What follows belongs to an exercise in optimizing a design on an open flow for a short achievable clock period and few clock cycles; a production flow would make more cautious choices. Only simulation tests tie the RTL to the original design; equivalence was not proved. Power is estimated from default activity; no workload was simulated.

## the baseline
==> module fill_rect_pixel_gen, before the edit <==
module fill_rect_pixel_gen #(
    parameter int ADDR_W = 24
) (
    input  logic                  clk,
    input  logic                  rst_,
    input  logic                  head_valid,
    input  logic [ADDR_W-1:0]     head_addr,
    input  logic [ADDR_W-1:0]     head_addr2,
    input  fill_rect_pkg::coord_t head_w,
    input  fill_rect_pkg::coord_t head_h,
    input  logic                  head_w1,
    input  logic                  head_h1,
    input  logic                  head_empty,
    input  fill_rect_pkg::rgb_t   head_rgb,
    input  fill_rect_pkg::coord_t stride,
    output logic                  pop,
    output logic                  rect_done,
    output logic                  credit_next,
    output logic                  pv_next,
    output logic                  pix_valid,
    input  logic                  pix_ready,
    output logic [ADDR_W-1:0]     pix_addr,
    output fill_rect_pkg::rgb_t   pix_rgb
);
    logic              xfer;
    logic              last_pix;
    logic              load;
    logic              load_empty;
    logic              credit;
    fill_rect_pkg::coord_t ccnt, rcnt, wid;
    logic              clast, rlast, wid1;
    logic [ADDR_W-1:0] next_row;
    assign xfer       = pix_valid && pix_ready;
    assign last_pix   = clast && rlast;
    assign load       = head_valid && !head_empty && (!pix_valid || (xfer && last_pix));
    assign load_empty = head_valid && head_empty && !credit &&
                        (!pix_valid || (xfer && last_pix));
    assign pop        = load || load_empty;
    assign rect_done   = (xfer && last_pix) || load_empty || credit;
    assign credit_next = xfer && last_pix && load_empty;
    always_comb
    begin
        pv_next = pix_valid;
        if (load)
            pv_next = 1'b1;
        else if (xfer && last_pix)
            pv_next = 1'b0;
    end
    always_ff @(posedge clk or negedge rst_)
    begin
        if (!rst_)
        begin
            pix_valid <= 1'b0;
            credit    <= 1'b0;
        end
        else
        begin
            pix_valid <= pv_next;
            credit    <= credit_next;
        end
    end
    always_ff @(posedge clk)
    begin
        if (load)
        begin
            pix_addr <= head_addr;
            next_row <= head_addr2;
            pix_rgb  <= head_rgb;
            ccnt     <= head_w;
            clast    <= head_w1;
            wid      <= head_w;
            wid1     <= head_w1;
            rcnt     <= head_h;
            rlast    <= head_h1;
        end
        else if (xfer)
        begin
            if (clast)
            begin
                pix_addr <= next_row;
                next_row <= next_row + ADDR_W'(stride);
                ccnt     <= wid;
                clast    <= wid1;
                rcnt     <= rcnt - 16'd1;
                rlast    <= (rcnt == 16'd2);
            end
            else
            begin
                pix_addr <= pix_addr + ADDR_W'(1);
                ccnt     <= ccnt - 16'd1;
                clast    <= (ccnt == 16'd2);
            end
        end
    end
endmodule
==> module fill_rect_top, before the edit <==
module fill_rect_top #(
    parameter int ADDR_W     = 24,
    parameter int FIFO_DEPTH = 16
) (
    input  logic                clk,
    input  logic                rst_,
    input  logic                cmd_valid,
    input  logic [7:0]          cmd_data,
    output logic                cmd_ready,
    input  logic                cfg_wr,
    input  logic [1:0]          cfg_addr,
    input  logic [31:0]         cfg_wdata,
    output logic [31:0]         cfg_rdata,
    output logic                busy,
    output logic                pix_valid,
    input  logic                pix_ready,
    output logic [ADDR_W-1:0]   pix_addr,
    output fill_rect_pkg::rgb_t pix_rgb
);
    localparam int QW = ADDR_W + ADDR_W + 16 + 16 + 3 + 12;
    logic [ADDR_W-1:0]     fb_base;
    fill_rect_pkg::coord_t stride;
    logic [17:0]           stride3;
    fill_rect_pkg::coord_t clip_w;
    fill_rect_pkg::coord_t clip_h;
    logic                  partial;
    logic                  accept_last;
    logic                  push_pend;
    logic                  cmd_push;
    logic [ADDR_W-1:0]     push_addr;
    logic [ADDR_W-1:0]     push_addr2;
    fill_rect_pkg::coord_t push_w, push_h;
    logic                  push_w1, push_h1, push_empty;
    fill_rect_pkg::rgb_t   push_rgb;
    logic                  q_pop;
    logic                  head_valid;
    logic [QW-1:0]         head_data;
    logic                  q_not_empty_next;
    logic                  rect_done;
    logic                  pv_next;
    logic                  credit_next;
    logic                  busy_next;
    fill_rect_decode_engine #(
        .ADDR_W (ADDR_W)
    ) u_decode (
        .clk          (clk),
        .rst_         (rst_),
        .cmd_valid    (cmd_valid),
        .cmd_data     (cmd_data),
        .cmd_ready    (cmd_ready),
        .fb_base      (fb_base),
        .stride       (stride),
        .stride3      (stride3),
        .clip_w       (clip_w),
        .clip_h       (clip_h),
        .partial      (partial),
        .accept_last  (accept_last),
        .push_pend    (push_pend),
        .cmd_push     (cmd_push),
        .push_addr    (push_addr),
        .push_addr2   (push_addr2),
        .push_w       (push_w),
        .push_h       (push_h),
        .push_w1      (push_w1),
        .push_h1      (push_h1),
        .push_empty   (push_empty),
        .push_rgb     (push_rgb)
    );
    cmd_fifo #(
        .DEPTH (4),
        .W     (QW)
    ) u_cmd_fifo (
        .clk            (clk),
        .rst_           (rst_),
        .push           (cmd_push),
        .push_data      ({push_addr, push_addr2, push_w, push_h, push_w1, push_h1, push_empty, push_rgb}),
        .pop            (q_pop),
        .head_valid     (head_valid),
        .head_data      (head_data),
        .accept_last    (accept_last),
        .push_pend      (push_pend),
        .cmd_ready      (cmd_ready),
        .not_empty_next (q_not_empty_next)
    );
    fill_rect_pixel_gen #(
        .ADDR_W (ADDR_W)
    ) u_pixel_gen (
        .clk        (clk),
        .rst_       (rst_),
        .head_valid (head_valid),
        .head_addr  (head_data[QW-1 -: ADDR_W]),
        .head_addr2 (head_data[QW-ADDR_W-1 -: ADDR_W]),
        .head_w     (head_data[46:31]),
        .head_h     (head_data[30:15]),
        .head_w1    (head_data[14]),
        .head_h1    (head_data[13]),
        .head_empty (head_data[12]),
        .head_rgb   (head_data[11:0]),
        .stride     (stride),
        .pop        (q_pop),
        .rect_done   (rect_done),
        .credit_next (credit_next),
        .pv_next    (pv_next),
        .pix_valid  (pix_valid),
        .pix_ready  (pix_ready),
        .pix_addr   (pix_addr),
        .pix_rgb    (pix_rgb)
    );
    assign busy_next = partial || push_pend || q_not_empty_next || pv_next ||
                       credit_next;
    fb_config_regs #(
        .ADDR_W (ADDR_W)
    ) u_config_regs (
        .clk        (clk),
        .rst_       (rst_),
        .cfg_wr     (cfg_wr),
        .cfg_addr   (cfg_addr),
        .cfg_wdata  (cfg_wdata),
        .cfg_rdata  (cfg_rdata),
        .fb_base    (fb_base),
        .stride     (stride),
        .stride3    (stride3),
        .clip_w     (clip_w),
        .clip_h     (clip_h),
        .rect_done  (rect_done),
        .busy_next  (busy_next),
        .busy       (busy)
    );
endmodule
==> flow/config.mk <==
export PLATFORM = sky130hd
export DESIGN_NAME = fill_rect_top
export DESIGN_NICKNAME = fill_rect_top
export VERILOG_FILES = /design/flow/design.v
export SDC_FILE = /design/flow/constraint.sdc
export NUM_CORES = 4
export LEC_CHECK = 0
export ABC_CLOCK_PERIOD_IN_PS = 3000
export CAP_MARGIN = 20
export CORE_MARGIN = 2
export CORE_UTILIZATION = 40
export SETUP_SLACK_MARGIN = 3.6
export SLEW_MARGIN = 20
export SYNTH_HIERARCHICAL = 1
export SYNTH_MINIMUM_KEEP_SIZE = 0
==> flow/constraint.sdc <==
create_clock -name core_clock -period 6.5 [get_ports {clk}]
set_input_delay 1.3000 -clock core_clock [delete_from_list [all_inputs] [get_ports {clk}]]
set_output_delay 1.3000 -clock core_clock [all_outputs]
set_load 0.01 [all_outputs]
standard.sh (not shown) runs the stock make flow with config.mk's settings and CLKGATE_MAP_FILE= SYNTH_SCRIPT=/design/flow/synth_recipe.tcl, a recipe that flattens the netlist after the stock synthesis.
==> flow/flow/run.sh <==
#!/bin/bash
# The standard layout (standard.sh), with two changes:
#  - before pin placement, flow/pins.tcl keeps the register read port's pins
#    (cfg_addr, cfg_rdata) together on one stretch of the left edge, so the
#    combinational read path stays short;
#  - after global placement, flow/ports.tcl turns the port buffers that
#    buffer_ports inserted (a delay-buffer cell by default) into plain
#    buffers; the later repair steps resize them as usual.
# Make's output goes to standard.log; each ORFS step keeps its own log under
# orfs/logs.
set -euo pipefail
export PRE_IO_PLACEMENT_TCL="$PWD/flow/pins.tcl"
export POST_GLOBAL_PLACE_TCL="$PWD/flow/ports.tcl"
bash standard.sh > standard.log 2>&1
==> flow/flow/pins.tcl <==
# Runs before place_pins: the read port's pins go on the middle of the left
# edge, next to each other.
set block [ord::get_db_block]
set dbu [$block getDbUnitsPerMicron]
set die [$block getDieArea]
set h [expr {double([$die yMax] - [$die yMin]) / $dbu}]
set lo [expr {round($h * 0.40)}]
set hi [expr {round($h * 0.60)}]
set names {}
foreach bterm [$block getBTerms] {
  set n [$bterm getName]
  if {[string match {cfg_addr*} $n] || [string match {cfg_rdata*} $n]} {
    lappend names $n
  }
}
puts "pins.tcl: [llength $names] pins on left:${lo}-${hi}"
set_io_pin_constraint -pin_names $names -region left:${lo}-${hi}
==> flow/flow/ports.tcl <==
# Runs after global placement. buffer_ports has given every input and output
# port a buffer; make each of them a plain buffer of the same function.
set n_swapped 0
foreach bterm [[ord::get_db_block] getBTerms] {
  set net [$bterm getNet]
  if {$net == "NULL"} { continue }
  foreach iterm [$net getITerms] {
    set inst [$iterm getInst]
    set name [$inst getName]
    if {![regexp {^(input|output)[0-9]+$} $name -> kind]} { continue }
    set master [[$inst getMaster] getName]
    if {![regexp {^sky130_fd_sc_hd__(clkdlybuf|dlygate|dlymetal|clkbuf|buf)} $master]} { continue }
    if {$kind eq "input"} {
      set want sky130_fd_sc_hd__buf_4
    } else {
      set want sky130_fd_sc_hd__buf_2
    }
    if {$master ne $want} {
      replace_cell $name $want
      incr n_swapped
    }
  }
}
puts "ports.tcl: made $n_swapped port buffers plain buffers"
estimate_parasitics -placement
Testbench counts of the baseline, summed over its fixed seeds: cycles 154,240.
--- input diff the baseline..the candidate ---
diff --git a/flow/design.v b/flow/design.v
--- a/flow/design.v
+++ b/flow/design.v
@@ -265,33 +265,29 @@
     input  logic                  head_empty,
     input  fill_rect_pkg::rgb_t   head_rgb,
     input  fill_rect_pkg::coord_t stride,
     output logic                  pop,
     output logic                  rect_done,
-    output logic                  credit_next,
     output logic                  pv_next,
     output logic                  pix_valid,
     input  logic                  pix_ready,
     output logic [ADDR_W-1:0]     pix_addr,
     output fill_rect_pkg::rgb_t   pix_rgb
 );
     logic              xfer;
     logic              last_pix;
     logic              load;
     logic              load_empty;
-    logic              credit;
     fill_rect_pkg::coord_t ccnt, rcnt, wid;
     logic              clast, rlast, wid1;
     logic [ADDR_W-1:0] next_row;
     assign xfer       = pix_valid && pix_ready;
     assign last_pix   = clast && rlast;
     assign load       = head_valid && !head_empty && (!pix_valid || (xfer && last_pix));
-    assign load_empty = head_valid && head_empty && !credit &&
-                        (!pix_valid || (xfer && last_pix));
+    assign load_empty = head_valid && head_empty && !pix_valid;
     assign pop        = load || load_empty;
-    assign rect_done   = (xfer && last_pix) || load_empty || credit;
-    assign credit_next = xfer && last_pix && load_empty;
+    assign rect_done  = (xfer && last_pix) || load_empty;
     always_comb
     begin
         pv_next = pix_valid;
         if (load)
             pv_next = 1'b1;
@@ -299,19 +295,13 @@
             pv_next = 1'b0;
     end
     always_ff @(posedge clk or negedge rst_)
     begin
         if (!rst_)
-        begin
             pix_valid <= 1'b0;
-            credit    <= 1'b0;
-        end
         else
-        begin
             pix_valid <= pv_next;
-            credit    <= credit_next;
-        end
     end
     always_ff @(posedge clk)
     begin
         if (load)
         begin
@@ -466,11 +456,10 @@
     logic                  head_valid;
     logic [QW-1:0]         head_data;
     logic                  q_not_empty_next;
     logic                  rect_done;
     logic                  pv_next;
-    logic                  credit_next;
     logic                  busy_next;
     fill_rect_decode_engine #(
         .ADDR_W (ADDR_W)
     ) u_decode (
         .clk          (clk),
@@ -526,20 +515,18 @@
         .head_h1    (head_data[13]),
         .head_empty (head_data[12]),
         .head_rgb   (head_data[11:0]),
         .stride     (stride),
         .pop        (q_pop),
-        .rect_done   (rect_done),
-        .credit_next (credit_next),
+        .rect_done  (rect_done),
         .pv_next    (pv_next),
         .pix_valid  (pix_valid),
         .pix_ready  (pix_ready),
         .pix_addr   (pix_addr),
         .pix_rgb    (pix_rgb)
     );
-    assign busy_next = partial || push_pend || q_not_empty_next || pv_next ||
-                       credit_next;
+    assign busy_next = partial || push_pend || q_not_empty_next || pv_next;
     fb_config_regs #(
         .ADDR_W (ADDR_W)
     ) u_config_regs (
         .clk        (clk),
         .rst_       (rst_),
Findings:
Every stage of the flow completed for the candidate, and the final layout passed the timing, DRC and antenna checks.
Run comparison: the candidate capture point of the worst path cfg_rdata[19]; the baseline capture point of the worst path cfg_rdata[0]
The baseline and the candidate ended up with roughly the same mean post-synth cell area.
Summary of the candidate over the baseline: setup slack after layout -11 ps; switching power of the nets +about 8%; mux cell area share after synthesis ~0 delta; sum of net half-perimeters after detailed placement -280 µm; largest fanout on the critical path +1.
Delta (the candidate minus the baseline): worst hold margin flat, number of setup buffers added after CTS grew by about 21%, total global-route track usage closely matched the old numbers.
Testbench counts of the candidate, summed over its fixed seeds: cycles 154,316.

-- static timing again, ports no longer ideal --
How much do the figures lean on ideal ports? The routed layouts below were timed once more, with nothing changed but the port constraints. Step 1: set_driving_cell puts a clkbuf_16 on clk and a buf_2 on each other input, an assumption about the parent block. Step 2 adds t to the input delays and takes it off the output delays; t is the mean of the earliest and latest rising clock arrival at the registers after step 1. Input paths then give back, and output paths get back, about the clock's delay inside the block. Three values: ideal ports, drivers, drivers and shift; two values: the first two.
run | t (ns) | setup WS [ns] | hold slack, ns | worst setup path after step 2
the baseline | 0.734 | 3.279 / 2.806 / 2.806 | 0.415 / 0.415 / 0.415 | input to output
the candidate | 0.736 | 3.268 / 2.712 / 2.712 | 0.412 / 0.412 / 0.412 | input to output
After both steps setup and hold are still met in every run listed. For the candidate, which loses most, drivers alone change the setup slack by -0.556 ns; drivers and shift together by -0.556 ns.
